Source: an optimization exercise on an open RTL-to-GDS flow (aim: small area, a short achievable clock period and few clock cycles per item). Production flows keep margins and buffers that such runs may drop. RTL that was checked went through simulation tests only; none was proved equivalent to the original. The RTL of runs 1 and 2 was laid out without a check of its function. Power and IR drop assume default switching activity.

==> flow/design.v <==
`default_nettype none
package cacheCfgPkg;
	localparam int TagWidth = 26;
	localparam int IndexWidth = 3;
	localparam int NumSets = 8;  
	localparam int WordsPerBlock = 2;
	localparam int NumWays = 2;
	typedef logic [TagWidth-1:0] tagT;
	typedef logic [IndexWidth-1:0] indexT;
	typedef enum logic [2:0] {
		Idle,
		WriteBack0,  
		WriteBack1,
		Fill0,  
		Fill1
	} ctrlStateT;
endpackage
`default_nettype wire
`default_nettype none
package cpuTypesPkg;
	typedef logic [31:0] wordT;
	typedef struct packed {
		logic [25:0] tag;  
		logic [2:0] index;  
		logic wordSel;  
		logic [1:0] byteOff;  
	} dAddrFieldsT;
	typedef union packed {
		wordT flat;
		dAddrFieldsT fields;
	} dAddrT;
endpackage
`default_nettype wire
`timescale 1ns/1ps
`default_nettype none
module dcacheTop (
	input logic CLK,
	input logic nRST,
	input logic dmemREN,
	input logic dmemWEN,
	input logic [31:0] dmemAddr,
	input logic [31:0] dmemStore,
	output logic [31:0] dmemLoad,
	output logic dhit,
	output logic dREN,
	output logic dWEN,
	output logic [31:0] dAddr,
	output logic [31:0] dStore,
	input logic [31:0] dLoad,
	input logic dwait
);
	logic [7:0] valid0, valid1, dirty0, dirty1, lru;
	logic [25:0] tag0 [8];
	logic [25:0] tag1 [8];
	logic [31:0] data0 [8][2];
	logic [31:0] data1 [8][2];
	logic hitResp;  
	logic reload;  
	logic fillResp;  
	logic wb0, wb1, f0, f1;  
	logic drenR, dwenR, dhitR;
	logic hitWay;  
	logic vR;  
	logic [7:0] setR;  
	logic [29:0] addrR;  
	logic [31:0] loadR;  
	logic [31:0] storeR;  
	logic [31:0] fillBuf;
	logic w0Pend;  
	logic [25:0] reqTag;
	logic [2:0] idx;
	logic ws, req;
	assign reqTag = dmemAddr[31:6];
	assign idx = dmemAddr[5:3];
	assign ws = dmemAddr[2];
	assign req = dmemREN | dmemWEN;
	logic idle;
	assign idle = ~(hitResp | reload | fillResp | wb0 | wb1 | f0 | f1);
	logic [7:0] match0, match1;
	always_comb begin
		for (int s = 0; s < 8; s++) begin
			match0[s] = valid0[s] && (tag0[s] == reqTag);
			match1[s] = valid1[s] && (tag1[s] == reqTag);
		end
	end
	logic [7:0] vdSet;
	assign vdSet = (lru & dirty1) | (~lru & dirty0);  
	logic hit0, hit1, hit, v, vdirty;
	assign hit0 = match0[idx];
	assign hit1 = match1[idx];
	assign hit = hit0 | hit1;
	assign v = lru[idx];
	assign vdirty = vdSet[idx];
	logic look, lookHit, lookMiss;
	assign look = idle & req;
	assign lookHit = look & hit;
	assign lookMiss = look & ~hit;
	logic nReload;
	assign nReload = lookHit & dmemREN & (hit1 == v);
	logic [31:0] s00, s01, s10, s11;
	assign s00 = data0[idx][0];
	assign s01 = data0[idx][1];
	assign s10 = data1[idx][0];
	assign s11 = data1[idx][1];
	logic [25:0] vtag;
	assign vtag = v ? tag1[idx] : tag0[idx];
	assign dhit = dhitR;
	assign dWEN = dwenR;
	assign dREN = drenR;
	assign dAddr = {addrR, 2'b00};
	assign dStore = storeR;
	assign dmemLoad = loadR;
	logic fillTake, fillDone;
	assign fillTake = ~dwait & (f0 | f1);
	assign fillDone = ~dwait & f1;
	logic nWb0, nWb1, nF0, nF1;
	assign nWb0 = (lookMiss & vdirty) | (wb0 & dwait);
	assign nWb1 = (wb0 & ~dwait) | (wb1 & dwait);
	assign nF0 = (lookMiss & ~vdirty) | (wb1 & ~dwait) | (f0 & dwait);
	assign nF1 = (f0 & ~dwait) | (f1 & dwait);
	logic [31:0] rd0, rd1;
	assign rd0 = ws ? s01 : s00;
	assign rd1 = ws ? s11 : s10;
	logic fillPhase;
	assign fillPhase = f0 | f1;
	logic wbTag;
	assign wbTag = idle ? vdirty : (wb0 | (wb1 & dwait));
	always_ff @(posedge CLK) begin
		addrR <= {(wbTag ? vtag : reqTag), idx, nWb1 | nF1};
		case ({v, nWb1})
			2'b00: storeR <= s00;
			2'b01: storeR <= s01;
			2'b10: storeR <= s10;
			default: storeR <= s11;
		endcase
		if (fillPhase) begin
			if (~(f1 & ~ws)) loadR <= dLoad;
		end else loadR <= (idle ? ~v : hitWay) ? rd1 : rd0;
		fillBuf <= fillData;
		w0Pend <= f0 & ~dwait;
		if (idle) begin
			hitWay <= hit1;
			vR <= v;
			setR <= 8'b1 << idx;
		end
	end
	logic storeHit;
	assign storeHit = hitResp & dmemWEN;
	logic [31:0] fillData, writeData;
	assign fillData = (dmemWEN & (ws == f1)) ? dmemStore : dLoad;
	assign writeData = hitResp ? dmemStore : fillBuf;
	logic [1:0] we0, we1;
	always_comb begin
		for (int k = 0; k < 2; k++) begin
			we0[k] = (storeHit & ~hitWay & (ws == k)) | (~vR & (k ? fillResp : w0Pend));
			we1[k] = (storeHit & hitWay & (ws == k)) | (vR & (k ? fillResp : w0Pend));
		end
	end
	always_ff @(posedge CLK) begin
		for (int s = 0; s < 8; s++) begin
			for (int k = 0; k < 2; k++) begin
				if (setR[s] & we0[k]) data0[s][k] <= writeData;
				if (setR[s] & we1[k]) data1[s][k] <= writeData;
			end
			if (setR[s] & fillResp & ~vR) tag0[s] <= reqTag;
			if (setR[s] & fillResp & vR) tag1[s] <= reqTag;
		end
	end
	always_ff @(posedge CLK or negedge nRST) begin
		if (!nRST) begin
			hitResp <= 1'b0;
			reload <= 1'b0;
			fillResp <= 1'b0;
			wb0 <= 1'b0;
			wb1 <= 1'b0;
			f0 <= 1'b0;
			f1 <= 1'b0;
			drenR <= 1'b0;
			dwenR <= 1'b0;
			dhitR <= 1'b0;
			valid0 <= '0;
			valid1 <= '0;
			dirty0 <= '0;
			dirty1 <= '0;
			lru <= '0;
		end else begin
			hitResp <= (lookHit & ~nReload) | reload;
			reload <= nReload;
			fillResp <= fillDone;
			dhitR <= (lookHit & ~nReload) | reload | fillDone;
			wb0 <= nWb0;
			wb1 <= nWb1;
			f0 <= nF0;
			f1 <= nF1;
			dwenR <= nWb0 | nWb1;
			drenR <= nF0 | nF1;
			for (int s = 0; s < 8; s++) begin
				if (setR[s] & hitResp) begin
					lru[s] <= ~hitWay;
					if (dmemWEN) begin
						if (hitWay) dirty1[s] <= 1'b1;
						else dirty0[s] <= 1'b1;
					end
				end
				if (setR[s] & fillResp) begin
					lru[s] <= ~vR;
					if (vR) begin
						valid1[s] <= 1'b1;
						dirty1[s] <= dmemWEN;
					end else begin
						valid0[s] <= 1'b1;
						dirty0[s] <= dmemWEN;
					end
				end
			end
		end
	end
endmodule
`default_nettype wire
==> flow/flow/run.sh <==
#!/bin/bash
# The standard layout, with every port buffered by a plain buffer
# (sky130_fd_sc_hd__buf_2) instead of the default delay-buffer cell.
set -euo pipefail
export BUFFER_PORTS_ARGS="-buffer_cell sky130_fd_sc_hd__buf_2"
bash standard.sh > standard.log 2>&1
==> flow/standard.sh <==
#!/bin/bash
# synth_recipe.tcl (not shown) runs the flow's synth.tcl, then flattens the netlist and writes it again
# the make line also repeats each setting of config.mk as NAME=value (left out here)
make -C /OpenROAD-flow-scripts/flow DESIGN_CONFIG=/design/flow/config.mk WORK_HOME=/design/flow/orfs CLKGATE_MAP_FILE= SYNTH_SCRIPT=/design/flow/synth_recipe.tcl "${@:-finish}"
==> flow/config.mk <==
export PLATFORM = sky130hd
export DESIGN_NAME = dcacheTop
export DESIGN_NICKNAME = dcacheTop
export VERILOG_FILES = /design/flow/design.v
export SDC_FILE = /design/flow/constraint.sdc
export NUM_CORES = 4
export LEC_CHECK = 0
export ABC_CLOCK_PERIOD_IN_PS = 2500
export CAP_MARGIN = 20
export CORE_MARGIN = 2
export CORE_UTILIZATION = 55
export CTS_CLUSTER_DIAMETER = 70
export CTS_CLUSTER_SIZE = 25
export SETUP_SLACK_MARGIN = 4.5
export SLEW_MARGIN = 20
export TNS_END_PERCENT = 5
==> flow/constraint.sdc <==
create_clock -name core_clock -period 7.5 [get_ports {CLK}]
set_input_delay 1.5000 -clock core_clock [delete_from_list [all_inputs] [get_ports {CLK}]]
set_output_delay 1.5000 -clock core_clock [all_outputs]
set_load 0.01 [all_outputs]
==> results of run 1 <==
through the flow:
stage,hold WS (ps),total power [mW],setup slack (ps),cell area [sq um]
CTS,476.8,24.05,4145,76860
floorplan,434.3,14.98,4003,67760
finish,478.0,24.23,4181,78220
global placement,451.6,17.35,2122,70340
detailed placement,455.3,17.42,2140,70350
global route,488.1,24.86,4152,78220
power by group through the flow:
stage | combinational [mW] | clock [mW] | sequential [mW]
2_1_floorplan | 2.72 | 0 | 12.3
3_3_place_gp | 5.05 | 0 | 12.3
3_5_place_dp | 5.10 | 0 | 12.3
4_1_cts | 5.77 | 6.16 | 12.1
5_1_grt | 6.16 | 6.48 | 12.2
6_report | 5.96 | 6.13 | 12.1
cell usage after synthesis (14+ instances only):
master | n | share of area
a22o_1 | 35 | 0.0045
nand2_1 | 244 | 0.014
nand2b_1 | 14 | 0.0013
mux2i_1 | 149 | 0.022
edfxtp_1 | 1482 | 0.66
buf_4 | 43 | 0.0048
o22ai_1 | 17 | 0.0016
mux2_2 | 148 | 0.025
xnor2_1 | 258 | 0.033
nor2b_1 | 23 | 0.0021
a221o_1 | 41 | 0.0061
buf_6 | 14 | 0.0023
a22oi_1 | 164 | 0.018
a221oi_1 | 103 | 0.013
buf_1 | 15 | 0.00083
xor2_1 | 158 | 0.020
nand3_1 | 29 | 0.0021
nand4_1 | 90 | 0.0083
nor2_1 | 144 | 0.0080
o221ai_1 | 18 | 0.0023
and2_1 | 28 | 0.0026
a211oi_1 | 57 | 0.0063
a31oi_1 | 25 | 0.0023
mux4_2 | 116 | 0.039
o21ai_0 | 156 | 0.012
dfxtp_1 | 95 | 0.028
inv_1 | 32 | 0.0018
nor3_1 | 19 | 0.0014
a21oi_1 | 68 | 0.0050
dfrtp_1 | 50 | 0.019
buf_2 | 136 | 0.010
clkbuf_1 | 81 | 0.0045
nor4_1 | 52 | 0.0048
area by class of cell:
class                      instances  area share
timing repair buffer             506     0.06927
antenna                            1  0.00003199
clock buffer                     114     0.03332
tap                             1625     0.02599
multi-input combinational       2282      0.2491
timing repair inverter             4   0.0004479
inverter                          37    0.002719
sequential                      1627      0.6092
clock inverter                    66    0.009885
registers in the layout, summed over array words and instances (netlist names), 30 cells and up:
register  flops
tag1        208
storeR       32
data1       512
loadR        32
tag0        208
data0       512
addrR        30
fillBuf      32
worst reg2reg max path, stage by stage (launching register included):
cell and delay, ps:
dfrtp_2 340, buf_4 480, nand2_1 270, nor3_4 270, a21oi_4 140, nor2b_4 580
buf_4 670
repair_timing:
item / CTS / global route
setup endpoints to repair: 577 / 687
pin swaps: 35 / 35
gates cloned: 34 / 5
resized for setup: 284 / 191
buffers inserted: 123 / 27
cells by family after synthesis:
| family | share of synthesized area |
|---|---|
| xor gates and xnor gates | 0.05392 |
| muxes | 0.08706 |
| and+or+nand+nor | 0.04899 |
| buffers and inverters | 0.02483 |
| AOI/OAI and AO/OA | 0.07978 |
| other | 0.00005549 |
| DFF | 0.7052 |
| adders and majority gates | 0.0001851 |
worst paths after layout:
check,end,depth (start not counted)
worst max-delay path,addrR[9],10
worst min-delay path,valid1[3],1
worst max register to register,data0[12][27],6
worst min register to register,valid1[3],1
max in group asynchronous,valid1[6],2
min in group asynchronous,wb0,2
metal layers:
metal / wire length (um) / share of wire
met5: 60 / 0.00025
met4: 7989 / 0.034
met3: 29650 / 0.13
met2: 105900 / 0.45
met1: 92730 / 0.39
==> flow_summary.ini, run 1 <==
[run_status]
status = no timing/DRC/antenna violations

[drt]
viasPerCell = 6.844
drt-total-wl_um = 236400
ant_nets = 0
num_vias = 42850
drt_iter0_markers = 6953
wire_per_inst_um = 37.74
route.detailed.drc = 0
drt-pass1-iter-count = 6

[place]
gp_congestion = 0.8745
dp_cells = 5891
port_buffers = 195
hpwlAfterDp_um = 130100

[floorplanning]
io_pins = 200
core_sq_um = 121900
fp.dieH_um = 354.5
die_w_um = 354.5
row_count = 128
start_util = 0.5545
die-area_sq_um = 125700

[cells_and_area]
seq_area_sq_um = 47660
nFillCells = 8810
final_common_cell = edfxtp_1
multi_input_area_sq_um = 19480
drive_above_1_share = 0.2491
syn2layout_area_growth_pct = 15.75
post-route-util = 0.6418
finalNonFillerCells = 6262
final_nets = 4658
final_cell_mix = edfxtp_1 (1,482), nand2_1 (229), xnor2_1 (222)

[grt]
gr-usage-met2 = 0.5585
grt_pass1_vias = 39790
grt_pass1_wl_um = 322400
grt_max_degree = 58
gr-usage-all-layers = 0.3711
busiest_layer = met2
overflow = 0
use_met1 = 0.5456
antenna_found_initial = 12
use_met3 = 0.07913

[power]
clock_power_share = 0.253
internal_power_mw = 16.51
comb_power_share = 0.246
switching_share = 0.3187
power-per-cell-area_nw_per_um2 = 309.8
power.leakage_nw = 26.50
p_sw_mw = 7.723
ir_worst_vdd_mv = 0.2502
seq_power_share = 0.501

[sta]
tightest_slew_ps = 1095
hold_violations = 0
slew_headroom = 0.2656
rsz0062_at_grt = yes
finalSetupViolations = 0
fin_crit_ps = 3319
fin_worst_skew_ps = 41.16
finalSetupTns_ps = 0
min_period_over_period = 0.4426
max_freq_mhz = 301.3
slew_violations = 0

[worst_setup_path]
criticalPathCategory = primary input to flip-flop
path_max_fanout = 6
crit_chain = buf_16, buf_4, buf_16, buf_4, mux2_2, a221oi_1, a31oi_1, a221oi_1, a221o_1, o21ai_0
crit_slowest_cell = a221o_1
critPathMaxStageDelay_ps = 410
startpoint = dmemAddr[3]
cp.required_ps = 8090
path_buf_inv = 4
worst_setup_path_end_kind = flip-flop
cp.arrival_ps = 3900
critPathTopFamily = compound AO/OA/AOI/OAI gates
cp-start-kind = primary input
r2r_slack_ps = 4360
r2r-start = hitResp

[synthesis]
yosys_warnings = 5
syn_area_per_cell_sq_um = 15.97
netlist_area_sq_um = 67580
synthCells = 4231
ys_ff_latch = 1627
synthArstFlopShare = 0.03073
synth_edf_count = 1482
yosysUniqueCellTypes = 67
ys_seq_area_frac = 0.7052
ys.flop_type = edfxtp_1

[clock_tree]
cts_made_buffers = 98
path_clk_slew_ps = 80
cts-root-buf = clkbuf_16
clock_latency_ps = 760
cts_sinks = 1627
hold_buffers = 0
clk_path_buf_depth = 3
cts_tree = done
h-tree-depth = 3

[hold_path]
hold_path.class = flip-flop to flip-flop
hp-start = valid1[3]

[flow_run]
cap_violations = 0
==> run 2, diff against run 1 <==
--- a/flow/design.v
+++ b/flow/design.v
@@ -64,8 +64,7 @@
 	logic [7:0] setR;  
 	logic [29:0] addrR;  
 	logic [31:0] loadR;  
-	logic [31:0] storeR;  
-	logic [31:0] fillBuf;
+	logic [31:0] wordR;
 	logic w0Pend;  
 	logic [25:0] reqTag;
 	logic [2:0] idx;
@@ -108,7 +107,7 @@
 	assign dWEN = dwenR;
 	assign dREN = drenR;
 	assign dAddr = {addrR, 2'b00};
-	assign dStore = storeR;
+	assign dStore = wordR;
 	assign dmemLoad = loadR;
 	logic fillTake, fillDone;
 	assign fillTake = ~dwait & (f0 | f1);
@@ -127,16 +126,16 @@
 	assign wbTag = idle ? vdirty : (wb0 | (wb1 & dwait));
 	always_ff @(posedge CLK) begin
 		addrR <= {(wbTag ? vtag : reqTag), idx, nWb1 | nF1};
-		case ({v, nWb1})
-			2'b00: storeR <= s00;
-			2'b01: storeR <= s01;
-			2'b10: storeR <= s10;
-			default: storeR <= s11;
+		if (fillPhase) wordR <= fillData;
+		else case ({v, nWb1})
+			2'b00: wordR <= s00;
+			2'b01: wordR <= s01;
+			2'b10: wordR <= s10;
+			default: wordR <= s11;
 		endcase
 		if (fillPhase) begin
 			if (~(f1 & ~ws)) loadR <= dLoad;
 		end else loadR <= (idle ? ~v : hitWay) ? rd1 : rd0;
-		fillBuf <= fillData;
 		w0Pend <= f0 & ~dwait;
 		if (idle) begin
 			hitWay <= hit1;
@@ -148,7 +147,7 @@
 	assign storeHit = hitResp & dmemWEN;
 	logic [31:0] fillData, writeData;
 	assign fillData = (dmemWEN & (ws == f1)) ? dmemStore : dLoad;
-	assign writeData = hitResp ? dmemStore : fillBuf;
+	assign writeData = hitResp ? dmemStore : wordR;
 	logic [1:0] we0, we1;
 	always_comb begin
 		for (int k = 0; k < 2; k++) begin
--- a/flow/config.mk
+++ b/flow/config.mk
@@ -8,7 +8,7 @@
 export ABC_CLOCK_PERIOD_IN_PS = 2500
 export CAP_MARGIN = 20
 export CORE_MARGIN = 2
-export CORE_UTILIZATION = 55
+export CORE_UTILIZATION = 65
 export CTS_CLUSTER_DIAMETER = 70
 export CTS_CLUSTER_SIZE = 25
 export SETUP_SLACK_MARGIN = 4.5
==> flow_summary.ini, run 2 <==
[grt]
overflow = 0
gr-usage-all-layers = 0.4301
grt_pass1_wl_um = 317700
grt_pass1_vias = 41440
grt_max_degree = 52
antenna_found_initial = 15

[worst_setup_path]
cp.arrival_ps = 4060
cp-start-kind = primary input
r2r-start = hitResp
startpoint = dmemAddr[5]
path_max_fanout = 51
worst_setup_path_end_kind = flip-flop
criticalPathCategory = primary input to flip-flop
cp.required_ps = 8130

[flow_run]
cap_violations = 0

[power]
clock_power_share = 0.219
internal_power_mw = 16.83
p_sw_mw = 8.501
switching_share = 0.3356
comb_power_share = 0.284
power-per-cell-area_nw_per_um2 = 328.9
seq_power_share = 0.498
ir_worst_vdd_mv = 0.3637
power.leakage_nw = 26.14

[clock_tree]
clock_latency_ps = 730
cts_sinks = 1595
path_clk_slew_ps = 90
cts_made_buffers = 88
clk_path_buf_depth = 3
cts_tree = done
hold_buffers = 0
h-tree-depth = 3
cts-root-buf = clkbuf_16

[synthesis]
synthArstFlopShare = 0.03135
ys.flop_type = edfxtp_1
synthCells = 4382
yosys_warnings = 5
yosys.area.top_type = edfxtp_1
synth_common_cells = edfxtp_1 (1,482), nand2_1 (272), xnor2_1 (209)
ys_seq_area_frac = 0.6985
yosysMostFrequentCell = edfxtp_1
syn_area_per_cell_sq_um = 15.36
ys_ff_latch = 1595
synth_top_area_frac = 0.6612
yosys-top-cells-area = edfxtp_1 (66%), mux4_2 (2.8%), mux2i_1 (2.7%)
synth_edf_count = 1482
yosysUniqueCellTypes = 74
netlist_area_sq_um = 67310

[cells_and_area]
top_regs = data0 x512, data1 x512
final_nets = 4736
nFillCells = 6379
drive_above_1_share = 0.2224
final_cell_mix = edfxtp_1 (1,482), nand2_1 (258), xor2_1 (205)
finalInstanceArea_sq_um = 77010
syn2layout_area_growth_pct = 14.41
multi_input_area_sq_um = 19940
seq_area_sq_um = 47020
final_common_cell = edfxtp_1

[sta]
max_freq_mhz = 291.6
fin_worst_skew_ps = 26.50
finalSetupTns_ps = 0
tightest_slew_ps = 1034
rsz0062_at_grt = yes
slew_violations = 0
fin_crit_ps = 3430
slew_headroom = 0.3109
min_period_over_period = 0.4573
hold_violations = 0
finalSetupViolations = 0

[place]
place_area_sq_um = 69800
hpwlAfterDp_um = 127900
port_buffers = 195
gp_congestion = 0.9431

[drt]
drt-pass1-iter-count = 7
route.detailed.drc = 0
drt_iter0_markers = 8004
wire_per_inst_um = 38.58
num_vias = 44830
ant_nets = 0
viasPerCell = 7.357
drt-total-wl_um = 235000

[hold_path]
hp-start = valid1[3]
hold_path.class = flip-flop to flip-flop

[floorplanning]
io_pins = 200
core_sq_um = 103100
die-area_sq_um = 106100
row_count = 118
fp.dieH_um = 325.8
start_util = 0.6531
die_w_um = 325.8

[run_status]
status = no timing/DRC/antenna violations
[run 2: cell types whose count changed in the layout (fill, tap and decap cells not counted), sizes merged, moves of 28 or more]
cell | previous run | this run
a22o | 35 | 63
mux2 | 155 | 121
mux2i | 149 | 185
buf | 479 | 433
xnor2 | 258 | 209
dfxtp | 95 | 63
nand2 | 244 | 272
mux4 | 117 | 83
xor2 | 158 | 207
[run 2: repair_timing]
item,CTS,global route
setup buffers,78,32
gates cloned,36,12
pin swaps,32,31
setup endpoints to repair,973,748
gates resized for setup,373,105
[run 2: path summary, 6_finish.rpt]
kind,to,slack [ps],cells after the start
worst max-delay path,addrR[12],4070,9
worst min-delay path,valid1[3],470,1
worst max register to register,data1[10][3],4400,6
worst min register to register,valid1[3],470,1
max in group asynchronous,hitResp,5940,2
min in group asynchronous,valid0[7],940,2
[run 2: worst max-delay path: stages]
cell and delay, ps:
clkbuf_16 190, buf_16 250, and2_2 280, buf_4 230, a221oi_2 470, a31oi_1 110
a211oi_2 560, a221oi_1 110, mux2_2 300
[run 2: routing by layer]
layer,track usage,vias up,share of wire
met1,0.6025,22550,0.35
met3,0.1028,814,0.14
li1,-,17620,-
met4,0.2345,18,0.068
met2,0.6312,3824,0.44
met5,0,-,0.00048
[run 2: cell type report]
cell class                 instances  share of cell area
multi-input combinational       2436              0.2589
timing repair inverter             1          0.00008124
sequential                      1595              0.6105
clock buffer                     116             0.03050
inverter                          40            0.003103
tap                             1380             0.02242
antenna                            5           0.0001625
timing repair buffer             472             0.06692
clock inverter                    48            0.007376
[run 2: power by group through the flow]
stage                     Sequential (mW)  Combinational [mW]  Clock [mW]
after floorplan                      12.7                3.41           0
after global placement               12.7                5.83           0
after detailed placement             12.8                5.93           0
after CTS                            12.6                6.80        5.49
after global routing                 12.7                7.35        5.78
final                                12.6                7.18        5.54
[run 2: through the flow]
stage	util	hold WS [ps]	total power, mW	setup slack [ps]	cells
finish	0.7473	473.9	25.33	4070	6093
global placement	0.6765	453.1	18.57	1907	5762
CTS	0.7361	474.5	24.86	4198	6044
floorplan	-	434.3	16.11	3704	4383
detailed placement	0.6773	453.5	18.70	1922	5766
global route	0.7472	491.1	25.82	4112	6090
[run 2: logic make-up (layout without fill, tap and decap cells)]
logic type      Yosys count  after routing  synth area share
mux                     388            389           0.07554
other cells               1              7        0.00005571
buf+inv                 356            677           0.02463
fa+ha+maj                 1              1         0.0001859
simple gates            760            763           0.05398
xor+xnor                416            416           0.05413
flops                  1595           1595            0.6985
compound gates          865            865           0.09298
==> run 3, diff against run 2 <==
--- a/flow/design.v
+++ b/flow/design.v
@@ -143,16 +143,21 @@
 			setR <= 8'b1 << idx;
 		end
 	end
-	logic storeHit;
-	assign storeHit = hitResp & dmemWEN;
+	logic [1:0] st0, st1;
+	always_ff @(posedge CLK) begin
+		for (int k = 0; k < 2; k++) begin
+			st0[k] <= lookHit & dmemWEN & hit0 & (ws == k);
+			st1[k] <= lookHit & dmemWEN & hit1 & (ws == k);
+		end
+	end
 	logic [31:0] fillData, writeData;
 	assign fillData = (dmemWEN & (ws == f1)) ? dmemStore : dLoad;
 	assign writeData = hitResp ? dmemStore : wordR;
 	logic [1:0] we0, we1;
 	always_comb begin
 		for (int k = 0; k < 2; k++) begin
-			we0[k] = (storeHit & ~hitWay & (ws == k)) | (~vR & (k ? fillResp : w0Pend));
-			we1[k] = (storeHit & hitWay & (ws == k)) | (vR & (k ? fillResp : w0Pend));
+			we0[k] = st0[k] | (~vR & (k ? fillResp : w0Pend));
+			we1[k] = st1[k] | (vR & (k ? fillResp : w0Pend));
 		end
 	end
 	always_ff @(posedge CLK) begin
==> flow_summary.ini, run 3 <==
[worst_setup_path]
cp.arrival_ps = 3890
path_max_fanout = 8
r2r_slack_ps = 4330
worstReg2RegEnd = loadR[12]
reg2reg_depth = 8
cp-start-kind = primary input
worst_setup_path_end_kind = flip-flop
cp.required_ps = 8110
r2r-start = hitResp
criticalPathCategory = primary input to flip-flop

[synthesis]
synthCells = 4427
synthArstFlopShare = 0.03127
yosysUniqueCellTypes = 87
synth_edf_count = 1482
synth_top_area_frac = 0.6589
yosys_warnings = 5
syn_area_per_cell_sq_um = 15.26
ys.flop_type = edfxtp_1
netlist_area_sq_um = 67540
synth_common_cells = edfxtp_1 (1,482), nand2_1 (314), xor2_1 (263)
ys_ff_latch = 1599
yosys.area.top_type = edfxtp_1
yosysMostFrequentCell = edfxtp_1
yosys-top-cells-area = edfxtp_1 (66%), xor2_1 (3.4%), mux4_2 (2.6%)
ys_seq_area_frac = 0.6973

[clock_tree]
hold_buffers = 0
cts-root-buf = clkbuf_16
cts_tree = done
path_clk_slew_ps = 100
cts_sinks = 1599
cts_made_buffers = 85
clk_path_buf_depth = 3
clock_latency_ps = 720
h-tree-depth = 3

[sta]
finalSetupViolations = 0
slew_violations = 0
tightest_slew_ps = 1122
fin_crit_ps = 3283
hold_violations = 0
fin_worst_skew_ps = 29.71
finalSetupTns_ps = 0
min_period_over_period = 0.4377
max_freq_mhz = 304.6
slew_headroom = 0.2523
rsz0062_at_grt = yes

[drt]
num_vias = 45760
ant_nets = 0
drt-pass1-iter-count = 7
drt-total-wl_um = 243500
wire_per_inst_um = 39.59
drt_iter0_markers = 8479
viasPerCell = 7.438
route.detailed.drc = 0

[cells_and_area]
final_cell_mix = edfxtp_1 (1,482), nand2_1 (303), xor2_1 (258)
nFillCells = 6397
top_regs = data0 x512, data1 x512
final_nets = 4798
final_common_cell = edfxtp_1
drive_above_1_share = 0.2169
syn2layout_area_growth_pct = 14.08

[floorplanning]
core_sq_um = 103300
fp.dieH_um = 326.4
io_pins = 200
start_util = 0.6535
row_count = 118
die_w_um = 326.4
die-area_sq_um = 106500

[place]
hpwlAfterDp_um = 129900
gp_congestion = 0.9271
port_buffers = 195

[power]
ir_worst_vdd_mv = 0.3971
power-per-cell-area_nw_per_um2 = 322.8
power.leakage_nw = 26.26
finalPower_mw = 24.87

[grt]
overflow = 0
grt_pass1_vias = 42490
gr-usage-all-layers = 0.4471
antenna_found_initial = 10
grt_max_degree = 53
grt_pass1_wl_um = 329100

[hold_path]
hold_path.class = flip-flop to flip-flop
hold_depth = 1
hp-start = valid1[0]
whs_endpoint = valid1[0]

[run_status]
status = no timing/DRC/antenna violations

[flow_run]
cap_violations = 0
## run 3: cell count changes after synthesis, moves of 25 or more
| cell | before | now |
|---|---|---|
| xnor2_1 | 209 | 153 |
| xor2_1 | 207 | 263 |
| nand2_1 | 272 | 314 |
| mux2i_1 | 184 | 152 |
| nor2b_1 | 27 | 58 |
| o21ai_1 | 7 | 37 |
| a21oi_1 | 86 | 114 |
| buf_6 | 2 | 29 |
| and2_1 | 32 | 7 |
## run 3: layout make-up
class	count	area [sq um]	share of cell area
diodes	9	22.52	0.0002923
clock buffers	118	2414	0.03132
clock inverters	36	415.4	0.005391
inverters	30	198.9	0.002582
multi-input cells	2480	19810	0.2571
flip-flops and latches	1599	47100	0.6112
well taps	1380	1727	0.02241
repair buffers	494	5313	0.06895
repair inverters	6	55.05	0.0007145
## run 3: timing repair
action,CTS,global route
endpoints found under the setup margin,129,122
endpoints found under the hold margin,0,0
cloned,41,8
resized for setup,319,74
setup buffers,79,37
pin swaps,35,27
## run 3: metrics by stage
stage | worst slack [ps] | std cells | instance area (sq um) | util | hold WS, ps
final | 4217 | 6152 | 77050 | 0.7456 | 468.9
after global routing | 4189 | 6145 | 77040 | 0.7454 | 485.2
after floorplan | 4000 | 4428 | 67660 | - | 430.8
after CTS | 4329 | 6097 | 76210 | 0.7374 | 468.0
after detailed placement | 2119 | 5823 | 70090 | 0.6781 | 446.3
after global placement | 2146 | 5823 | 70090 | 0.6781 | 443.5
## run 3: layer usage
layer / share of wire / vias to the layer above / routed length [um] / global-route usage
met5: 0.00015 / - / 37 / 0
met4: 0.084 / 4 / 20560 / 0.2877
met3: 0.15 / 958 / 35900 / 0.1114
met2: 0.44 / 4364 / 106700 / 0.6669
met1: 0.33 / 22640 / 80310 / 0.5935
li1: - / 17790 / - / -
## run 3: report_power, final
group	internal, mW	switching (mW)
registers	12.1	0.511
logic	1.97	4.81
clock network	2.41	3.04
## run 3: worst max-delay path by stage
stage,from,endpoint,slack (ps),depth (start not counted)
floorplan,dmemAddr[4],loadR[16],4000,10
global placement,dmemAddr[5],wordR[21],2150,10
detailed placement,dmemAddr[5],wordR[21],2120,10
CTS,dmemAddr[29],drenR,4330,10
global route,dmemAddr[4],addrR[9],4190,8
finish,dmemAddr[14],wb0,4220,14
## run 3: cells by family after synthesis
group           count (synthesis)  synth area share
mux                           343           0.06739
simple gates                  823           0.05860
compound gates                892           0.09507
buf+inv                       352           0.02747
fa+ha+maj                       1         0.0001852
xor+xnor                      416           0.05394
flops                        1599            0.6973
other cells                     1        0.00005552
## run 3: worst max-delay path, stage by stage
cell      delay (ps)
buf_12           100
buf_12           120
buf_16           150
clkbuf_8         190
buf_4            150
xor2_1           160
nor4_2           410
nand4_1          150
o22ai_1          200
nor3_2           110
a21oi_4          220
buf_6            150
nor2_4            40
a32o_1           210
Testbench counts of run 3, summed over its fixed seeds: cycles 126,219, items 24,000.
==> run 4, diff against run 3 <==
--- a/flow/config.mk
+++ b/flow/config.mk
@@ -9,8 +9,9 @@
 export CAP_MARGIN = 20
 export CORE_MARGIN = 2
 export CORE_UTILIZATION = 65
-export CTS_CLUSTER_DIAMETER = 70
-export CTS_CLUSTER_SIZE = 25
+export CTS_BUF_LIST = sky130_fd_sc_hd__clkbuf_8
+export CTS_CLUSTER_DIAMETER = 55
+export CTS_CLUSTER_SIZE = 18
 export SETUP_SLACK_MARGIN = 4.5
 export SLEW_MARGIN = 20
 export TNS_END_PERCENT = 5
==> flow_summary.ini, run 4 <==
[clock_tree]
clock_latency_ps = 890
h-tree-depth = 4
cts_made_buffers = 139
cts-root-buf = clkbuf_8
hold_buffers = 0
path_clk_slew_ps = 80
cts_tree = done
cts_sinks = 1599
clk_path_buf_depth = 3

[power]
comb_power_share = 0.267
switching_share = 0.3364
internal_power_mw = 16.42
seq_power_share = 0.511
p_sw_mw = 8.320
clock_power_share = 0.222
power.leakage_nw = 26.06
power-per-cell-area_nw_per_um2 = 323.6
ir_worst_vdd_mv = 0.4118

[synthesis]
ys_ff_latch = 1599
ys.flop_type = edfxtp_1
yosys-top-cells-area = edfxtp_1 (66%), xor2_1 (3.4%), mux4_2 (2.6%)
yosysMostFrequentCell = edfxtp_1
synth_common_cells = edfxtp_1 (1,482), nand2_1 (314), xor2_1 (263)
synthArstFlopShare = 0.03127
synthCells = 4427
yosysUniqueCellTypes = 87
yosys_warnings = 5
yosys.area.top_type = edfxtp_1
synth_edf_count = 1482
ys_seq_area_frac = 0.6973
syn_area_per_cell_sq_um = 15.26
netlist_area_sq_um = 67540
synth_top_area_frac = 0.6589

[floorplanning]
fp.dieH_um = 326.4
die-area_sq_um = 106500
start_util = 0.6535
die_w_um = 326.4
io_pins = 200
row_count = 118
core_sq_um = 103300

[hold_path]
hp-start = valid1[0]
hold_path.class = flip-flop to flip-flop
whs_endpoint = valid1[0]
hold_depth = 1

[cells_and_area]
final_common_cell = edfxtp_1
seq_area_sq_um = 47100
nFillCells = 6535
drive_above_1_share = 0.2206
final_cell_mix = edfxtp_1 (1,482), nand2_1 (302), xor2_1 (261)
final_nets = 4807
top_regs = data0 x512, data1 x512
syn2layout_area_growth_pct = 13.15
post-route-util = 0.7395
multi_input_area_sq_um = 19760

[run_status]
status = no timing/DRC/antenna violations

[sta]
fin_worst_skew_ps = 38.45
finalSetupViolations = 0
slew_headroom = 0.2490
max_freq_mhz = 304.2
finalSetupTns_ps = 0
holdWs_ps = 466.6
slew_violations = 0
rsz0062_at_grt = yes
tightest_slew_ps = 1127
fin_crit_ps = 3287
min_period_over_period = 0.4383
hold_violations = 0

[place]
hpwlAfterDp_um = 129900
gp_congestion = 0.9271
port_buffers = 195

[worst_setup_path]
crit_slowest_cell = mux4_2
crit_chain = buf_16, inv_16, buf_16, mux4_2, mux2i_4, mux2i_4, buf_4, o21ai_1
path_max_fanout = 52
cp.arrival_ps = 4010
worst_setup_path_end_kind = flip-flop
r2r-start = hitResp
r2r_slack_ps = 4430
critPathMaxStageDelay_ps = 590
worstReg2RegEnd = loadR[21]
criticalPathCategory = primary input to flip-flop
cp-start-kind = primary input
cp.required_ps = 8220
reg2reg_depth = 8

[drt]
drt_iter0_markers = 8077
route.detailed.drc = 0
wire_per_inst_um = 38.66
num_vias = 45510
viasPerCell = 7.352
ant_nets = 0
drt-pass1-iter-count = 8
drt-total-wl_um = 239300

[grt]
grt_max_degree = 56
antenna_found_initial = 8
gr-usage-all-layers = 0.4395
overflow = 0
grt_pass1_vias = 42020
grt_pass1_wl_um = 323300

[flow_run]
cap_violations = 0
==> run 4: cell counts after synthesis <==
No cell type changed its count.
==> run 4: cell families (layout without fill, tap and decap cells) <==
kind of cell,count (synthesis),after routing,share of synthesized area
DFF,1599,1599,0.6973
AOI/OAI and AO/OA,892,892,0.09507
and+or+nand+nor,823,826,0.05860
xor gates and xnor gates,416,416,0.05394
buffers and inverters,352,727,0.02747
muxes,343,343,0.06739
adders and majority gates,1,1,0.0001852
other,1,7,0.00005552
==> run 4: layer usage <==
layer	GRT usage	wire length [um]	share of wire
met2	0.6609	107300	0.45
met5	0	71	0.00030
met1	0.5950	80610	0.34
met4	0.2638	17680	0.074
met3	0.09789	33630	0.14
==> run 4: power groups by stage <==
stage          clock network (mW)  logic [mW]  registers, mW
6_report                     5.48        6.62           12.6
5_1_grt                      5.76        6.77           12.7
4_1_cts                      5.46        6.30           12.6
3_5_place_dp                    0        5.93           12.8
3_3_place_gp                    0        5.84           12.8
2_1_floorplan                   0        3.23           12.7
==> run 4: cell type report <==
type,count,area share
antenna,5,0.0001637
clock buffer,145,0.02611
clock inverter,97,0.01266
inverter,30,0.002423
multi-input combinational,2480,0.2586
sequential,1599,0.6162
tap,1380,0.02259
timing repair buffer,450,0.06066
timing repair inverter,5,0.0005730
==> run 4: stage by stage <==
| step | std cells | total power, mW | worst slack (ps) | area (sq um) |
|---|---|---|---|---|
| final | 6191 | 24.74 | 4213 | 76430 |
| after global routing | 6188 | 25.25 | 4283 | 76420 |
| after CTS | 6137 | 24.37 | 4382 | 75220 |
| after detailed placement | 5823 | 18.74 | 2119 | 70090 |
| after global placement | 5823 | 18.62 | 2146 | 70090 |
| after floorplan | 4428 | 15.97 | 4000 | 67660 |
==> run 4: how the worst max path moves through the flow <==
stage	startpoint	to	slack, ps
after global routing	dmemAddr[24]	wb0	4280
after global placement	dmemAddr[5]	wordR[21]	2150
final	dmemAddr[4]	addrR[16]	4210
after CTS	loadR[28]	dmemLoad[28]	4380
after floorplan	dmemAddr[4]	loadR[16]	4000
after detailed placement	dmemAddr[5]	wordR[21]	2120
==> run 4: what timing repair did <==
action                                  in CTS  in global routing
endpoints found under the setup margin     129                120
cloned                                      31                 10
gates resized for setup                    229                127
pin swaps                                   25                 21
setup buffers                               41                 38
==> run 4: critical path: cells and delay by family <==
family                 cells  cell delay [ps]
muxes                      3              990
AOI/OAI and AO/OA          1              470
buffers and inverters      4              860
==> run 5, diff against run 4 <==
--- a/flow/config.mk
+++ b/flow/config.mk
@@ -10,8 +10,8 @@
 export CORE_MARGIN = 2
 export CORE_UTILIZATION = 65
 export CTS_BUF_LIST = sky130_fd_sc_hd__clkbuf_8
-export CTS_CLUSTER_DIAMETER = 55
-export CTS_CLUSTER_SIZE = 18
+export CTS_CLUSTER_DIAMETER = 50
+export CTS_CLUSTER_SIZE = 16
 export SETUP_SLACK_MARGIN = 4.5
 export SLEW_MARGIN = 20
 export TNS_END_PERCENT = 5
==> flow_summary.ini, run 5 <==
[clock_tree]
h-tree-depth = 4
cts_made_buffers = 147
cts-root-buf = clkbuf_8
cts_tree = done
clock_latency_ps = 890
clk_path_buf_depth = 3
hold_buffers = 0
path_clk_slew_ps = 90
cts_sinks = 1599

[sta]
fin_ws_ps = 4227
slew_headroom = 0.2511
tightest_slew_ps = 1123
fin_crit_ps = 3273
hold_violations = 0
finalSetupTns_ps = 0
rsz0062_at_grt = yes
min_period_over_period = 0.4364
max_freq_mhz = 305.5
slew_violations = 0
holdWs_ps = 462.9
finalSetupViolations = 0
fin_worst_skew_ps = 38.26

[worst_setup_path]
cp.required_ps = 8230
path_buf_inv = 2
worst_setup_path_end_kind = flip-flop
path_max_fanout = 17
cp.arrival_ps = 4000
cp-start-kind = primary input
criticalPathCategory = primary input to flip-flop
crit_chain = buf_16, nor2b_4, buf_4, a22o_1, a221oi_2, nor2_2, mux2_2, o211ai_1, o21ai_1
critPathTopFamily = compound AO/OA/AOI/OAI gates
critPathMaxStageDelay_ps = 700
crit_slowest_cell = o211ai_1

[synthesis]
synth_top_area_frac = 0.6589
yosysMostFrequentCell = edfxtp_1
synth_fa_ha_area_frac = 0.0001853
synthArstFlopShare = 0.03127
synth_edf_count = 1482
synth_top_family_by_area = compound AO/OA/AOI/OAI gates
synthCells = 4427
yosys-top-cells-area = edfxtp_1 (66%), xor2_1 (3.4%), mux4_2 (2.6%)
yosys_warnings = 5
synth_xor_area_frac = 0.05394
netlist_area_sq_um = 67540
ys_seq_area_frac = 0.6973
synth_common_cells = edfxtp_1 (1,482), nand2_1 (314), xor2_1 (263)
yosys.area.top_type = edfxtp_1
syn_area_per_cell_sq_um = 15.26
yosys.area_share.simple = 0.05859
yosysUniqueCellTypes = 87
ys_ff_latch = 1599
ys.flop_type = edfxtp_1
synthMuxAreaShare = 0.06739
synth_compound_area_frac = 0.09507

[drt]
num_vias = 45350
drt-total-wl_um = 238200
viasPerCell = 7.319
wire_per_inst_um = 38.45
route.detailed.drc = 0
ant_nets = 0
drt-pass1-iter-count = 6
drt_iter0_markers = 8049

[power]
power.leakage_nw = 26.04
ir_worst_vdd_mv = 0.4114
power-per-cell-area_nw_per_um2 = 327.6

[run_status]
status = no timing/DRC/antenna violations

[cells_and_area]
final_nets = 4802
drive_above_1_share = 0.2188
top_regs = data0 x512, data1 x512
final_cell_mix = edfxtp_1 (1,482), nand2_1 (303), xor2_1 (261)
final_common_cell = edfxtp_1
syn2layout_area_growth_pct = 13.10
post-route-util = 0.7391

[floorplanning]
io_pins = 200
die-area_sq_um = 106500
start_util = 0.6535
core_sq_um = 103300
fp.dieH_um = 326.4
row_count = 118
die_w_um = 326.4

[hold_path]
hold_path.class = flip-flop to flip-flop

[grt]
antenna_found_initial = 8
overflow = 0
grt_max_degree = 56
grt_pass1_wl_um = 324100
gr-usage-all-layers = 0.4402
grt_pass1_vias = 42340

[place]
gp_congestion = 0.9271
post-place-ws_ps = 2119
port_buffers = 195
hpwlAfterDp_um = 129900

[flow_run]
cap_violations = 0
==> run 5: cell counts after synthesis <==
No cell type changed its count.
==> run 5: routing by layer <==
metal  GRT usage  part of all wire
met1      0.5844              0.34
met2      0.6627              0.45
met3      0.1120              0.14
met4      0.2660             0.070
met5           0           0.00025
==> run 5: what timing repair did <==
item,in CTS,in global routing
setup endpoints to repair,129,112
buffers inserted,39,28
pin swaps,25,25
resized for setup,241,71
gates cloned,33,7
==> run 5: cell families after synthesis <==
| family | after synthesis |
|---|---|
| AND/OR/NAND/NOR | 823 |
| adder cells (fa/ha/maj) | 1 |
| AO/OA/AOI/OAI | 892 |
| flip-flops | 1599 |
| buffers and inverters | 352 |
| XOR/XNOR | 416 |
| multiplexers | 343 |
| other | 1 |
==> run 5: worst reg2reg max path, cell delays in order, from the launching register on <==
cell,delay (ps)
dfrtp_2,390
buf_4,280
or2_1,470
nor3_4,280
mux2i_4,310
buf_12,340
mux4_2,420
nand2_2,240
nand2_1,80
==> run 5: power breakdown <==
| part | switching [mW] | internal, mW | leakage [nW] |
|---|---|---|---|
| clock network | 3.15 | 2.64 | 1.66 |
| registers | 0.506 | 12.1 | 14.6 |
| logic | 4.71 | 1.89 | 9.78 |
==> run 5: path summary, 6_finish.rpt <==
| kind | from | endpoint | slack [ps] | depth (start not counted) |
|---|---|---|---|---|
| max in group asynchronous | nRST | hitResp | 5940 | 2 |
| max | dmemAddr[4] | wordR[18] | 4230 | 9 |
| min reg2reg | valid1[0] | valid1[0] | 460 | 1 |
| max reg2reg | hitResp | loadR[21] | 4450 | 8 |
| min | valid1[0] | valid1[0] | 460 | 1 |
| min in group asynchronous | nRST | valid1[6] | 810 | 2 |
==> run 5: area by class of cell <==
cell class	instances	area [sq um]
multi-input cells	2480	19630
clock inverters	99	1044
flip-flops and latches	1599	47100
well taps	1380	1727
repair buffers	437	4448
fillers	6563	26960
repair inverters	5	46.29
clock buffers	159	2188
inverters	30	195.2
diodes	7	17.52
==> run 5: per-stage QoR <==
step,cell area [sq um],std cells,power [mW]
CTS,75650,6153,24.67
global placement,70090,5823,18.62
finish,76390,6196,25.03
global route,76380,6192,25.55
floorplan,67660,4428,15.97
detailed placement,70090,5823,18.74
==> run 6, diff against run 5 <==
--- a/flow/design.v
+++ b/flow/design.v
@@ -103,7 +103,8 @@
 	assign s11 = data1[idx][1];
 	logic [25:0] vtag;
 	assign vtag = v ? tag1[idx] : tag0[idx];
-	assign dhit = dhitR;
+	logic fastEnd;
+	assign dhit = dhitR | (fastEnd & ~dwait);
 	assign dWEN = dwenR;
 	assign dREN = drenR;
 	assign dAddr = {addrR, 2'b00};
@@ -153,21 +154,23 @@
 	logic [31:0] fillData, writeData;
 	assign fillData = (dmemWEN & (ws == f1)) ? dmemStore : dLoad;
 	assign writeData = hitResp ? dmemStore : wordR;
+	logic [31:0] writeData1;
+	assign writeData1 = hitResp ? dmemStore : fillData;
 	logic [1:0] we0, we1;
 	always_comb begin
 		for (int k = 0; k < 2; k++) begin
-			we0[k] = st0[k] | (~vR & (k ? fillResp : w0Pend));
-			we1[k] = st1[k] | (vR & (k ? fillResp : w0Pend));
+			we0[k] = st0[k] | (~vR & (k ? fillDone : w0Pend));
+			we1[k] = st1[k] | (vR & (k ? fillDone : w0Pend));
 		end
 	end
 	always_ff @(posedge CLK) begin
 		for (int s = 0; s < 8; s++) begin
 			for (int k = 0; k < 2; k++) begin
-				if (setR[s] & we0[k]) data0[s][k] <= writeData;
-				if (setR[s] & we1[k]) data1[s][k] <= writeData;
+				if (setR[s] & we0[k]) data0[s][k] <= k ? writeData1 : writeData;
+				if (setR[s] & we1[k]) data1[s][k] <= k ? writeData1 : writeData;
 			end
-			if (setR[s] & fillResp & ~vR) tag0[s] <= reqTag;
-			if (setR[s] & fillResp & vR) tag1[s] <= reqTag;
+			if (setR[s] & fillDone & ~vR) tag0[s] <= reqTag;
+			if (setR[s] & fillDone & vR) tag1[s] <= reqTag;
 		end
 	end
 	always_ff @(posedge CLK or negedge nRST) begin
@@ -175,6 +178,7 @@
 			hitResp <= 1'b0;
 			reload <= 1'b0;
 			fillResp <= 1'b0;
+			fastEnd <= 1'b0;
 			wb0 <= 1'b0;
 			wb1 <= 1'b0;
 			f0 <= 1'b0;
@@ -190,8 +194,9 @@
 		end else begin
 			hitResp <= (lookHit & ~nReload) | reload;
 			reload <= nReload;
-			fillResp <= fillDone;
-			dhitR <= (lookHit & ~nReload) | reload | fillDone;
+			fillResp <= fillDone & ~fastEnd;
+			fastEnd <= nF1 & (dmemWEN | ~ws);
+			dhitR <= (lookHit & ~nReload) | reload | (fillDone & ~fastEnd);
 			wb0 <= nWb0;
 			wb1 <= nWb1;
 			f0 <= nF0;
@@ -206,7 +211,7 @@
 						else dirty0[s] <= 1'b1;
 					end
 				end
-				if (setR[s] & fillResp) begin
+				if (setR[s] & fillDone) begin
 					lru[s] <= ~vR;
 					if (vR) begin
 						valid1[s] <= 1'b1;
==> flow_summary.ini, run 6 <==
[run_status]
status = no timing/DRC/antenna violations

[place]
port_buffers = 195
place_area_sq_um = 70850
gp_congestion = 0.9507
hpwlAfterDp_um = 135100

[drt]
ant_nets = 0
num_vias = 45570
drt-pass1-iter-count = 8
viasPerCell = 7.255
drt-total-wl_um = 238600
drt_iter0_markers = 7913
route.detailed.drc = 0
wire_per_inst_um = 37.98

[flow_run]
cap_violations = 0

[synthesis]
yosys_warnings = 5
synth_common_cells = edfxtp_1 (1,482), nand2_1 (334), xor2_1 (302)
synth_edf_count = 1482
synth_top_area_frac = 0.6521
synthCells = 4493
ys_seq_area_frac = 0.6905
yosys-top-cells-area = edfxtp_1 (65%), xor2_1 (3.9%), mux2i_1 (2.7%)
yosys.area.top_type = edfxtp_1
netlist_area_sq_um = 68240
ys.flop_type = edfxtp_1
yosysMostFrequentCell = edfxtp_1
synthArstFlopShare = 0.03188
ys_ff_latch = 1600
syn_area_per_cell_sq_um = 15.19
yosysUniqueCellTypes = 80

[hold_path]
hold_path.class = flip-flop to flip-flop

[clock_tree]
clock_latency_ps = 910
h-tree-depth = 4
cts_tree = done
cts_made_buffers = 147
path_clk_slew_ps = 90
hold_buffers = 0
cts-root-buf = clkbuf_8
cts_sinks = 1600
clk_path_buf_depth = 3

[sta]
slew_headroom = 0.2791
holdWs_ps = 464.8
fin_worst_skew_ps = 33.56
fin_crit_ps = 3440
finalSetupViolations = 0
rsz0062_at_grt = yes
max_freq_mhz = 290.7
hold_violations = 0
slew_violations = 0
min_period_over_period = 0.4586
tightest_slew_ps = 1080
finalSetupTns_ps = 0

[worst_setup_path]
critPathTopFamily = buffers and inverters
crit_chain = buf_12, inv_4, a21o_1, buf_2
crit_slowest_cell = a21o_1
cp-start-kind = primary input
path_buf_inv = 3
critPathMaxStageDelay_ps = 150
criticalPathCategory = primary input to output pin
worst_setup_path_end_kind = output pin
cp.arrival_ps = 1940
cp.required_ps = 6000
path_max_fanout = 2

[floorplanning]
row_count = 118
die-area_sq_um = 107600
io_pins = 200
core_sq_um = 103800
die_w_um = 328.0
fp.dieH_um = 328.0
start_util = 0.6575

[cells_and_area]
syn2layout_area_growth_pct = 13.13
final_nets = 4883
final_cell_mix = edfxtp_1 (1,482), nand2_1 (324), xor2_1 (296)
top_regs = data0 x512, data1 x512
finalInstanceArea_sq_um = 77200
final_common_cell = edfxtp_1
drive_above_1_share = 0.2303

[power]
power.leakage_nw = 26.63
power-per-cell-area_nw_per_um2 = 312.6
ir_worst_vdd_mv = 0.2783

[grt]
grt_max_degree = 53
gr-usage-all-layers = 0.4377
antenna_found_initial = 27
grt_pass1_wl_um = 323900
overflow = 0
grt_pass1_vias = 42320
==> run 6: cell count changes in the layout (fill, tap and decap cells not counted), moves of 20 or more <==
| cell | delta |
|---|---|
| nand3_1 | +20 |
| xor2_1 | +35 |
| nand2_1 | +21 |
| mux2_4 | +30 |
| o21ai_0 | +24 |
| a22oi_1 | -47 |
| buf_4 | +20 |
| mux2i_1 | +29 |
| xnor2_1 | -37 |
| mux2_2 | +26 |
==> run 6: final timing paths <==
| kind | from | slack, ps | to | cells past startpoint |
|---|---|---|---|---|
| setup / recovery | dwait | 4060 | dhit | 4 |
| hold / removal | fastEnd | 460 | fillResp | 1 |
| setup reg to reg | f1 | 4480 | data0[11][31] | 6 |
| hold reg to reg | fastEnd | 460 | fillResp | 1 |
| max in group asynchronous | nRST | 6010 | hitResp | 2 |
| min in group asynchronous | nRST | 750 | valid1[5] | 2 |
==> run 6: cells by family (layout without fill, tap and decap cells) <==
family | count (synthesis) | in the layout | share of synthesized area
xor gates and xnor gates | 416 | 416 | 0.05339
muxes | 411 | 411 | 0.07614
buffers and inverters | 356 | 747 | 0.02869
adders and majority gates | 1 | 1 | 0.0001833
and+or+nand+nor | 817 | 822 | 0.05658
other | 1 | 13 | 0.00005495
AOI/OAI and AO/OA | 891 | 891 | 0.09448
DFF | 1600 | 1600 | 0.6905
==> run 6: layout make-up <==
class	count	area, sq um
repair inverters	2	17.52
inverters	34	196.4
diodes	11	27.53
clock inverters	98	989.7
repair buffers	453	4488
multi-input cells	2543	20430
clock buffers	160	2202
flip-flops and latches	1600	47120
fillers	6443	26590
well taps	1380	1727
==> run 6: stage by stage <==
stage / utilization / instances / power (mW) / worst slack [ps]
after floorplan: - / 4494 / 15.44 / 3961
after global placement: 0.6827 / 5892 / 17.78 / 2011
after detailed placement: 0.6827 / 5892 / 17.91 / 1968
after CTS: 0.7321 / 6236 / 23.73 / 4040
after global routing: 0.7436 / 6272 / 24.66 / 4054
final: 0.7438 / 6281 / 24.13 / 4060
==> run 6: repair_timing <==
item | in CTS | in global routing
setup endpoints to repair | 465 | 543
setup buffers | 57 | 29
gates cloned | 29 | 5
pin swaps | 20 | 26
gates resized for setup | 173 | 185
==> run 6: per-layer routing <==
metal	track usage	wire, um
met5	0	166
met4	0.3044	20590
met2	0.6525	105500
met3	0.1191	32210
met1	0.5635	80050
==> run 6: power by group <==
group | switching, mW | total (mW) | internal (mW)
registers | 0.623 | 12.3 | 11.7
clock network | 3.12 | 5.70 | 2.59
logic | 4.18 | 6.10 | 1.92
total | 7.92 | 24.1 | 16.2
==> run 6: worst register-to-register path: stages (launching register included) <==
cell and delay (ps):
dfrtp_1 780, nand2_1 250, nor2_1 190, nor2_1 80
buf_4 210, nor2b_4 560, buf_4 570
Testbench counts of run 6, summed over its fixed seeds: cycles 115,975, items 24,000.
==> run 7, diff against run 6 <==
--- a/flow/design.v
+++ b/flow/design.v
@@ -103,13 +103,13 @@
 	assign s11 = data1[idx][1];
 	logic [25:0] vtag;
 	assign vtag = v ? tag1[idx] : tag0[idx];
-	logic fastEnd;
+	logic fastEnd, loadW1;
 	assign dhit = dhitR | (fastEnd & ~dwait);
 	assign dWEN = dwenR;
 	assign dREN = drenR;
 	assign dAddr = {addrR, 2'b00};
 	assign dStore = wordR;
-	assign dmemLoad = loadR;
+	assign dmemLoad = loadW1 ? dLoad : loadR;
 	logic fillTake, fillDone;
 	assign fillTake = ~dwait & (f0 | f1);
 	assign fillDone = ~dwait & f1;
@@ -179,6 +179,7 @@
 			reload <= 1'b0;
 			fillResp <= 1'b0;
 			fastEnd <= 1'b0;
+			loadW1 <= 1'b0;
 			wb0 <= 1'b0;
 			wb1 <= 1'b0;
 			f0 <= 1'b0;
@@ -195,7 +196,8 @@
 			hitResp <= (lookHit & ~nReload) | reload;
 			reload <= nReload;
 			fillResp <= fillDone & ~fastEnd;
-			fastEnd <= nF1 & (dmemWEN | ~ws);
+			fastEnd <= nF1;
+			loadW1 <= nF1 & ~dmemWEN & ws;
 			dhitR <= (lookHit & ~nReload) | reload | (fillDone & ~fastEnd);
 			wb0 <= nWb0;
 			wb1 <= nWb1;
==> flow_summary.ini, run 7 <==
[run_status]
status = no timing/DRC/antenna violations

[grt]
grt_pass1_wl_um = 328600
grt_max_degree = 101
use_met3 = 0.1236
antenna_found_initial = 13
gr-usage-all-layers = 0.4415
busiest_layer = met2
grt_pass1_vias = 43020
overflow = 0
gr-usage-met2 = 0.6360
use_met1 = 0.6173

[cells_and_area]
seq_area_sq_um = 47130
multi_input_area_sq_um = 20320
post-route-util = 0.7382
final_nets = 4902
final_common_cell = edfxtp_1
top_regs = data0 x512, data1 x512
nFillCells = 6680
drive_above_1_share = 0.2271
syn2layout_area_growth_pct = 12.37
final_cell_mix = edfxtp_1 (1,482), nand2_1 (276), xor2_1 (229)

[sta]
hold_violations = 0
finalSetupTns_ps = 0
fin_crit_ps = 3622
min_period_over_period = 0.4829
slew_headroom = 0.2518
fin_worst_skew_ps = 38.57
finalSetupViolations = 0
max_freq_mhz = 276.1
tightest_slew_ps = 1122
holdWs_ps = 469.4
fin_ws_ps = 3878
slew_violations = 0
rsz0062_at_grt = yes

[synthesis]
yosysMostFrequentCell = edfxtp_1
synthArstFlopShare = 0.03188
ys_ff_latch = 1600
syn_area_per_cell_sq_um = 15.03
ys_seq_area_frac = 0.6911
ys.flop_type = edfxtp_1
yosys.area.top_type = edfxtp_1
yosysUniqueCellTypes = 79
netlist_area_sq_um = 68180
synth_common_cells = edfxtp_1 (1,482), nand2_1 (281), xor2_1 (233)
synth_top_area_frac = 0.6527
synthCells = 4536
synth_edf_count = 1482
yosys_warnings = 5
yosys-top-cells-area = edfxtp_1 (65%), mux2_2 (3.3%), xor2_1 (3.0%)

[drt]
drt_iter0_markers = 8028
drt-pass1-iter-count = 7
drt-total-wl_um = 237300
route.detailed.drc = 0
viasPerCell = 7.305
num_vias = 46010
wire_per_inst_um = 37.68
ant_nets = 0

[clock_tree]
clk_path_buf_depth = 3
h-tree-depth = 4
cts_tree = done
path_clk_slew_ps = 90
clock_latency_ps = 890
hold_buffers = 0
cts-root-buf = clkbuf_8
cts_sinks = 1600
cts_made_buffers = 146

[hold_path]
hold_path.class = flip-flop to flip-flop

[floorplanning]
row_count = 118
io_pins = 200
fp.dieH_um = 327.9
core_sq_um = 103800
die-area_sq_um = 107500
start_util = 0.6569
die_w_um = 327.9

[power]
power-per-cell-area_nw_per_um2 = 305.2
ir_worst_vdd_mv = 0.2744
power.leakage_nw = 26.10

[place]
hpwlAfterDp_um = 132600
post-place-ws_ps = 2082
port_buffers = 195
gp_congestion = 0.9372

[worst_setup_path]
path_max_fanout = 16
criticalPathCategory = flip-flop to output pin
cp.required_ps = 6000
cp.arrival_ps = 2120
worst_setup_path_end_kind = output pin
cp-start-kind = flip-flop

[flow_run]
cap_violations = 0
## run 7: layer usage
layer	up-vias	wire length, um
met5	-	83
met4	12	14650
met3	766	36340
met2	4157	103000
met1	22900	83290
li1	18180	-
## run 7: what timing repair did
| action | 4_1_cts | 5_1_grt |
|---|---|---|
| gates cloned | 24 | 0 |
| gates resized for setup | 241 | 4 |
| setup endpoints to repair | 515 | 506 |
| buffers inserted | 88 | 1 |
| pin swaps | 32 | 0 |
## run 7: report_power, final
part | total, mW | switching (mW) | leakage, nW | internal [mW]
logic | 6.00 | 4.08 | 9.95 | 1.92
registers | 12.0 | 0.486 | 14.6 | 11.5
clock network | 5.41 | 3.17 | 1.56 | 2.24
## run 7: worst paths after layout
path                       startpoint       endpoint  slack (ps)  cells past startpoint
setup reg to reg                   f1  data0[11][16]        4470                      4
setup / recovery               loadW1    dmemLoad[5]        3880                      3
hold / removal              valid1[4]      valid1[4]         470                      1
min in group asynchronous        nRST      valid0[0]         790                      2
hold reg to reg             valid1[4]      valid1[4]         470                      1
max in group asynchronous        nRST         loadW1        6020                      2
## run 7: worst max-delay path, cell delays in order (launching register included)
cell and delay [ps]:
dfrtp_4 510, buf_12 220, mux2_2 350, buf_2 140
## run 7: cells by family after synthesis
kind of cell    after synthesis  synth area share
mux                         416           0.07742
compound gates              921           0.09630
buf+inv                     365           0.02529
other cells                   1        0.00005500
fa+ha+maj                     1         0.0001835
flops                      1600            0.6911
xor+xnor                    416           0.05344
simple gates                816           0.05623
## run 7: cell type report
type / count / area share
timing repair inverter: 1 / 0.0001143
multi-input combinational: 2573 / 0.2652
inverter: 36 / 0.002662
tap: 1380 / 0.02254
antenna: 10 / 0.0003266
clock inverter: 100 / 0.01061
clock buffer: 157 / 0.02820
timing repair buffer: 442 / 0.05526
sequential: 1600 / 0.6151
## run 7: per-stage QoR
stage          cells  power, mW  cell area (sq um)
3_5_place_dp    5919      17.54              71070
5_1_grt         6290      23.90              76590
2_1_floorplan   4538      15.13              68530
4_1_cts         6288      23.13              76570
6_report        6299      23.38              76620
3_3_place_gp    5919      17.45              71070
Testbench counts of run 7, summed over its fixed seeds: cycles 111,156, items 24,000.

-- what the ideal ports hide --
The results above use ideal ports. As a check the final layouts listed here were re-extracted and re-timed, cells and wires unchanged. Step 1, drivers: a clkbuf_16 drives CLK and a buf_2 each remaining input, both assumed. Step 2 times the ports against the registers' clock, not the clock port: input delays grow and output delays shrink by t, the midpoint of the rising clock arrivals with the driver on. a / b / c = no drivers / after step 1 / after step 2; a / b = the first two.
run | t, ns | setup slack, ns | slew at the worst register clock pin (ns)
run 1 | 0.815 | 4.181 / 3.886 / 3.071 | 0.10 / 0.10
run 2 | 0.802 | 4.070 / 3.908 / 3.106 | 0.10 / 0.10
run 3 | 0.788 | 4.217 / 3.831 / 3.043 | 0.11 / 0.11
run 4 | 0.947 | 4.213 / 3.996 / 3.049 | 0.11 / 0.11
run 5 | 0.942 | 4.227 / 3.937 / 2.995 | 0.11 / 0.11
run 6 | 0.964 | 4.060 / 3.888 / 2.924 | 0.11 / 0.11
run 7 | 0.957 | 3.878 / 3.750 / 2.794 | 0.11 / 0.11
After both steps setup and hold are still met in every run listed. The setup slack of run 5, which loses most, moves by -0.290 ns with the drivers and by -1.232 ns with both steps.
